This is an optimization exercise on Yosys and OpenROAD, whose aim is small area, a short achievable clock period and few clock cycles per item, not a production implementation. Where RTL was checked, it was by simulation tests only, not by an equivalence proof against the original. Power is estimated from default activity; no workload was simulated.

Design servo_slew_limiter, start of the top module:
module servo_slew_limiter (
    input  logic        clk,
    input  logic        rst_n,
    input  logic        cmd_valid,
    output logic        cmd_stall,
    input  logic        cmd_op,
    input  logic [15:0] cmd_raw_angle,
    output logic        res_valid,
    input  logic        res_stall,
    output logic [7:0]  res_target_angle,
    output logic [7:0]  res_current_angle,
    output logic [11:0] res_target_pulse_us,
    output logic [11:0] res_drive_pulse_us,
    output logic        res_drive_updated,
    input  logic        cfg_valid,
    output logic        cfg_ready,
    input  logic [1:0]  cfg_index,
    input  logic [15:0] cfg_data
);
Size: about 1500 cells after synthesis, about 200 flip-flops, about 84 I/O pins, roughly 0.015 mm² of cells after synthesis.
clock: 9.0 ns
lec_check: 0
cap_margin: 20
core_margin: 2
core_utilization: 40
place_density: 0.6
setup_slack_margin: 5
slew_margin: 20
run.sh (not shown) runs the stock make flow with config.mk's settings and CLKGATE_MAP_FILE= SYNTH_SCRIPT=/design/flow/synth_recipe.tcl, a recipe that flattens the netlist after the stock synthesis.
The starting point completed without violations.
Testbench counts at the start, summed over its fixed seeds: cycles 24,208, items 24,000.
Next try:
--- a/flow/design.v
+++ b/flow/design.v
@@ -29,21 +29,21 @@
     logic [11:0] pmin_r, pmax_r;
     logic [19:0] kx_r;
     logic        neg_r;
     logic [4:0]  seq_r;
     logic        busy;
     logic [7:0]  now_r, goal_r;
     logic [15:0] cnt_r;
     logic        s1_valid_r, s1_goal_r, s1_moved_r;
     logic [7:0]  x_r;     
     logic        s2_valid_r, s2_goal_r, s2_moved_r;
-    logic [7:0]  s2_x_r;
+    logic [7:0]  s2_goal_ang_r, s2_now_ang_r;
     logic [11:0] cs_s_r, cs_t_r;
     logic        cs_c_r;
     logic        res_valid_r, res_moved_r;
     logic [7:0]  res_goal_r, res_now_r;
     logic [11:0] pg_r, pn_r;
     logic        accept, x12, x23, out_free, s2_free;
     assign cfg_ready = 1'b1;
     assign busy      = (seq_r != 5'd0);
     assign out_free  = !res_valid_r || !res_stall;
     assign s2_free   = !s2_valid_r || out_free;
@@ -114,42 +114,40 @@
     assign res_valid           = res_valid_r;
     assign res_target_angle    = res_goal_r;
     assign res_current_angle   = res_now_r;
     assign res_target_pulse_us = pg_r;
     assign res_drive_pulse_us  = pn_r;
     assign res_drive_updated   = res_moved_r;
     logic        raw_big, raw_mid;
     logic [8:0]  raw_half;
     logic [7:0]  goal_set;
     logic [15:0] cnt_inc;
-    logic        fire, up, snap;
-    logic [8:0]  gdiff, gcmp, now_up, now_dn;
-    logic [7:0]  gmag;
+    logic        fire, up, snap_up, snap_dn;
+    logic [8:0]  now_up, now_dn;
     logic [7:0]  now_step;
     logic        move;
     assign raw_big  = (cmd_raw_angle[14:0] > 15'd360);
     assign raw_mid  = (cmd_raw_angle[8:0] > 9'd180);
     assign raw_half = {1'b0, cmd_raw_angle[8:1]} + {8'd0, cmd_raw_angle[0]};
     assign goal_set = cmd_raw_angle[15] ? 8'd0
                     : raw_big           ? 8'd180
                     : raw_mid           ? raw_half[7:0]
                     :                     cmd_raw_angle[7:0];
     assign cnt_inc  = cnt_r + 16'd1;
-    assign fire     = !(17'(cnt_r) + 17'd1 < 17'(itv_r));
-    assign gdiff    = {1'b0, goal_r} - {1'b0, now_r};
-    assign up       = !gdiff[8];
-    assign gmag     = gdiff[7:0] ^ {8{!up}};
-    assign gcmp     = {1'b0, gmag} + {1'b0, ~step_r} + {8'd0, !up};
-    assign snap     = !gcmp[8];
+    assign fire     = (cnt_inc >= itv_r);
+    assign up       = (goal_r > now_r);
     assign now_up   = {1'b0, now_r} + {1'b0, step_r};
     assign now_dn   = {1'b0, now_r} - {1'b0, step_r};
-    assign now_step = snap ? goal_r : (up ? now_up[7:0] : now_dn[7:0]);
+    assign snap_up  = now_up[8] | (now_up[7:0] >= goal_r);
+    assign snap_dn  = now_dn[8] | (now_dn[7:0] <= goal_r);
+    assign now_step = up ? (snap_up ? goal_r : now_up[7:0])
+                         : (snap_dn ? goal_r : now_dn[7:0]);
     assign move     = fire && (now_r != goal_r) && (step_r != 8'd0);
     always_ff @(posedge clk or negedge rst_n)
     begin
         if (!rst_n)
         begin
             now_r       <= sasl_pkg::ANGLE_HOME;
             goal_r      <= sasl_pkg::ANGLE_HOME;
             cnt_r       <= 16'd0;
             s1_valid_r  <= 1'b0;
             s2_valid_r  <= 1'b0;
@@ -157,21 +155,21 @@
         end
         else
         begin
             if (accept)
             begin
                 if (cmd_op)
                     goal_r <= goal_set;
                 else
                 begin
                     cnt_r <= fire ? 16'd0 : cnt_inc;
-                    if (fire)
+                    if (move)
                         now_r <= now_step;
                 end
             end
             if (accept)
                 s1_valid_r <= 1'b1;
             else if (x12)
                 s1_valid_r <= 1'b0;
             if (x12)
                 s2_valid_r <= 1'b1;
             else if (x23)
@@ -181,42 +179,45 @@
             else if (!res_stall)
                 res_valid_r <= 1'b0;
         end
     end
     always_ff @(posedge clk)
     begin
         if (accept)
         begin
             s1_goal_r  <= cmd_op;
             s1_moved_r <= !cmd_op && move;
-            x_r        <= cmd_op ? goal_set : (fire ? now_step : now_r);
+            x_r        <= cmd_op ? goal_set : (move ? now_step : now_r);
         end
         else if (seq_r == 5'd4)
             x_r <= goal_r;
         else if (seq_r == 5'd3)
             x_r <= now_r;
         if (x12 || seq_r == 5'd3 || seq_r == 5'd2)
         begin
             s2_goal_r <= busy ? (seq_r == 5'd3) : s1_goal_r;
-            s2_x_r    <= x_r;
             cs_s_r    <= mac_s;
             cs_t_r    <= mac_t;
             cs_c_r    <= mac_c;
         end
         if (x12)
-            s2_moved_r <= s1_moved_r;
+        begin
+            s2_moved_r    <= s1_moved_r;
+            s2_goal_ang_r <= goal_r;
+            s2_now_ang_r  <= now_r;
+        end
         if (x23)
+        begin
+            res_goal_r  <= s2_goal_ang_r;
+            res_now_r   <= s2_now_ang_r;
             res_moved_r <= s2_moved_r;
-        if ((x23 || seq_r == 5'd2 || seq_r == 5'd1) && s2_goal_r)
-            res_goal_r <= s2_x_r;
-        if ((x23 || seq_r == 5'd2 || seq_r == 5'd1) && !s2_goal_r)
-            res_now_r <= s2_x_r;
+        end
         if (seq_r == 5'd24)
             pg_r[7:0] <= {1'b0, mx_div[11:5]};
         else if (seq_r > 5'd3)
             pg_r[7:0] <= qbit ? 8'(trial - 9'd180) : trial[7:0];
         if ((x23 || seq_r == 5'd2 || seq_r == 5'd1) && s2_goal_r)
             pg_r <= pulse;
         if ((x23 || seq_r == 5'd2 || seq_r == 5'd1) && !s2_goal_r)
             pn_r <= pulse;
     end
 endmodule
Result: Sequential power is about the same; sequential share of layout area rose by 0.48 points; register-to-register slack got worse by 90 ps; area after synthesis climbs by 3.5%; global-route usage fell by 0.42 points; routed wire length goes up by about 5%; critical path depth climbs by 12; power came out lower by 6.2%; core utilization came out lower by 0.93 points; combinational power came out lower by 15%; fmax is lower by 2.1%; cell count is higher by 4.0%; via count rose by about 3%; die area grows by about 3.5%.
The RTL of the second run of this note was laid out without a check of its function.

==> re-timing with driven ports <==
No port has a modelled driver above. Below, the same layouts with a new extraction and two added sets of constraints.
Step 1 (the two cells are an assumption about what drives the block):
set clk [get_ports {clk}]
set_driving_cell -lib_cell sky130_fd_sc_hd__clkbuf_16 $clk
set_driving_cell -lib_cell sky130_fd_sc_hd__buf_2 [delete_from_list [all_inputs] $clk]
Step 2 also shifts input and output timing later by t, the mid clock arrival at the registers, as if the neighbouring blocks saw the same clock.
Three values: ideal ports, drivers, drivers and shift; two values: the first two.
| run | t (ns) | setup slack, ns | worst data-port slew with drivers (ns) |
|---|---|---|---|
| the first run | 0.496 | 5.029 / 4.990 / 4.636 | 0.04 |
| the second run | 0.599 | 4.946 / 4.946 / 4.592 | 0.05 |
After both steps every run listed still meets setup and hold. For the first run, which loses most, drivers alone change the setup slack by -0.039 ns; drivers and shift together by -0.393 ns.
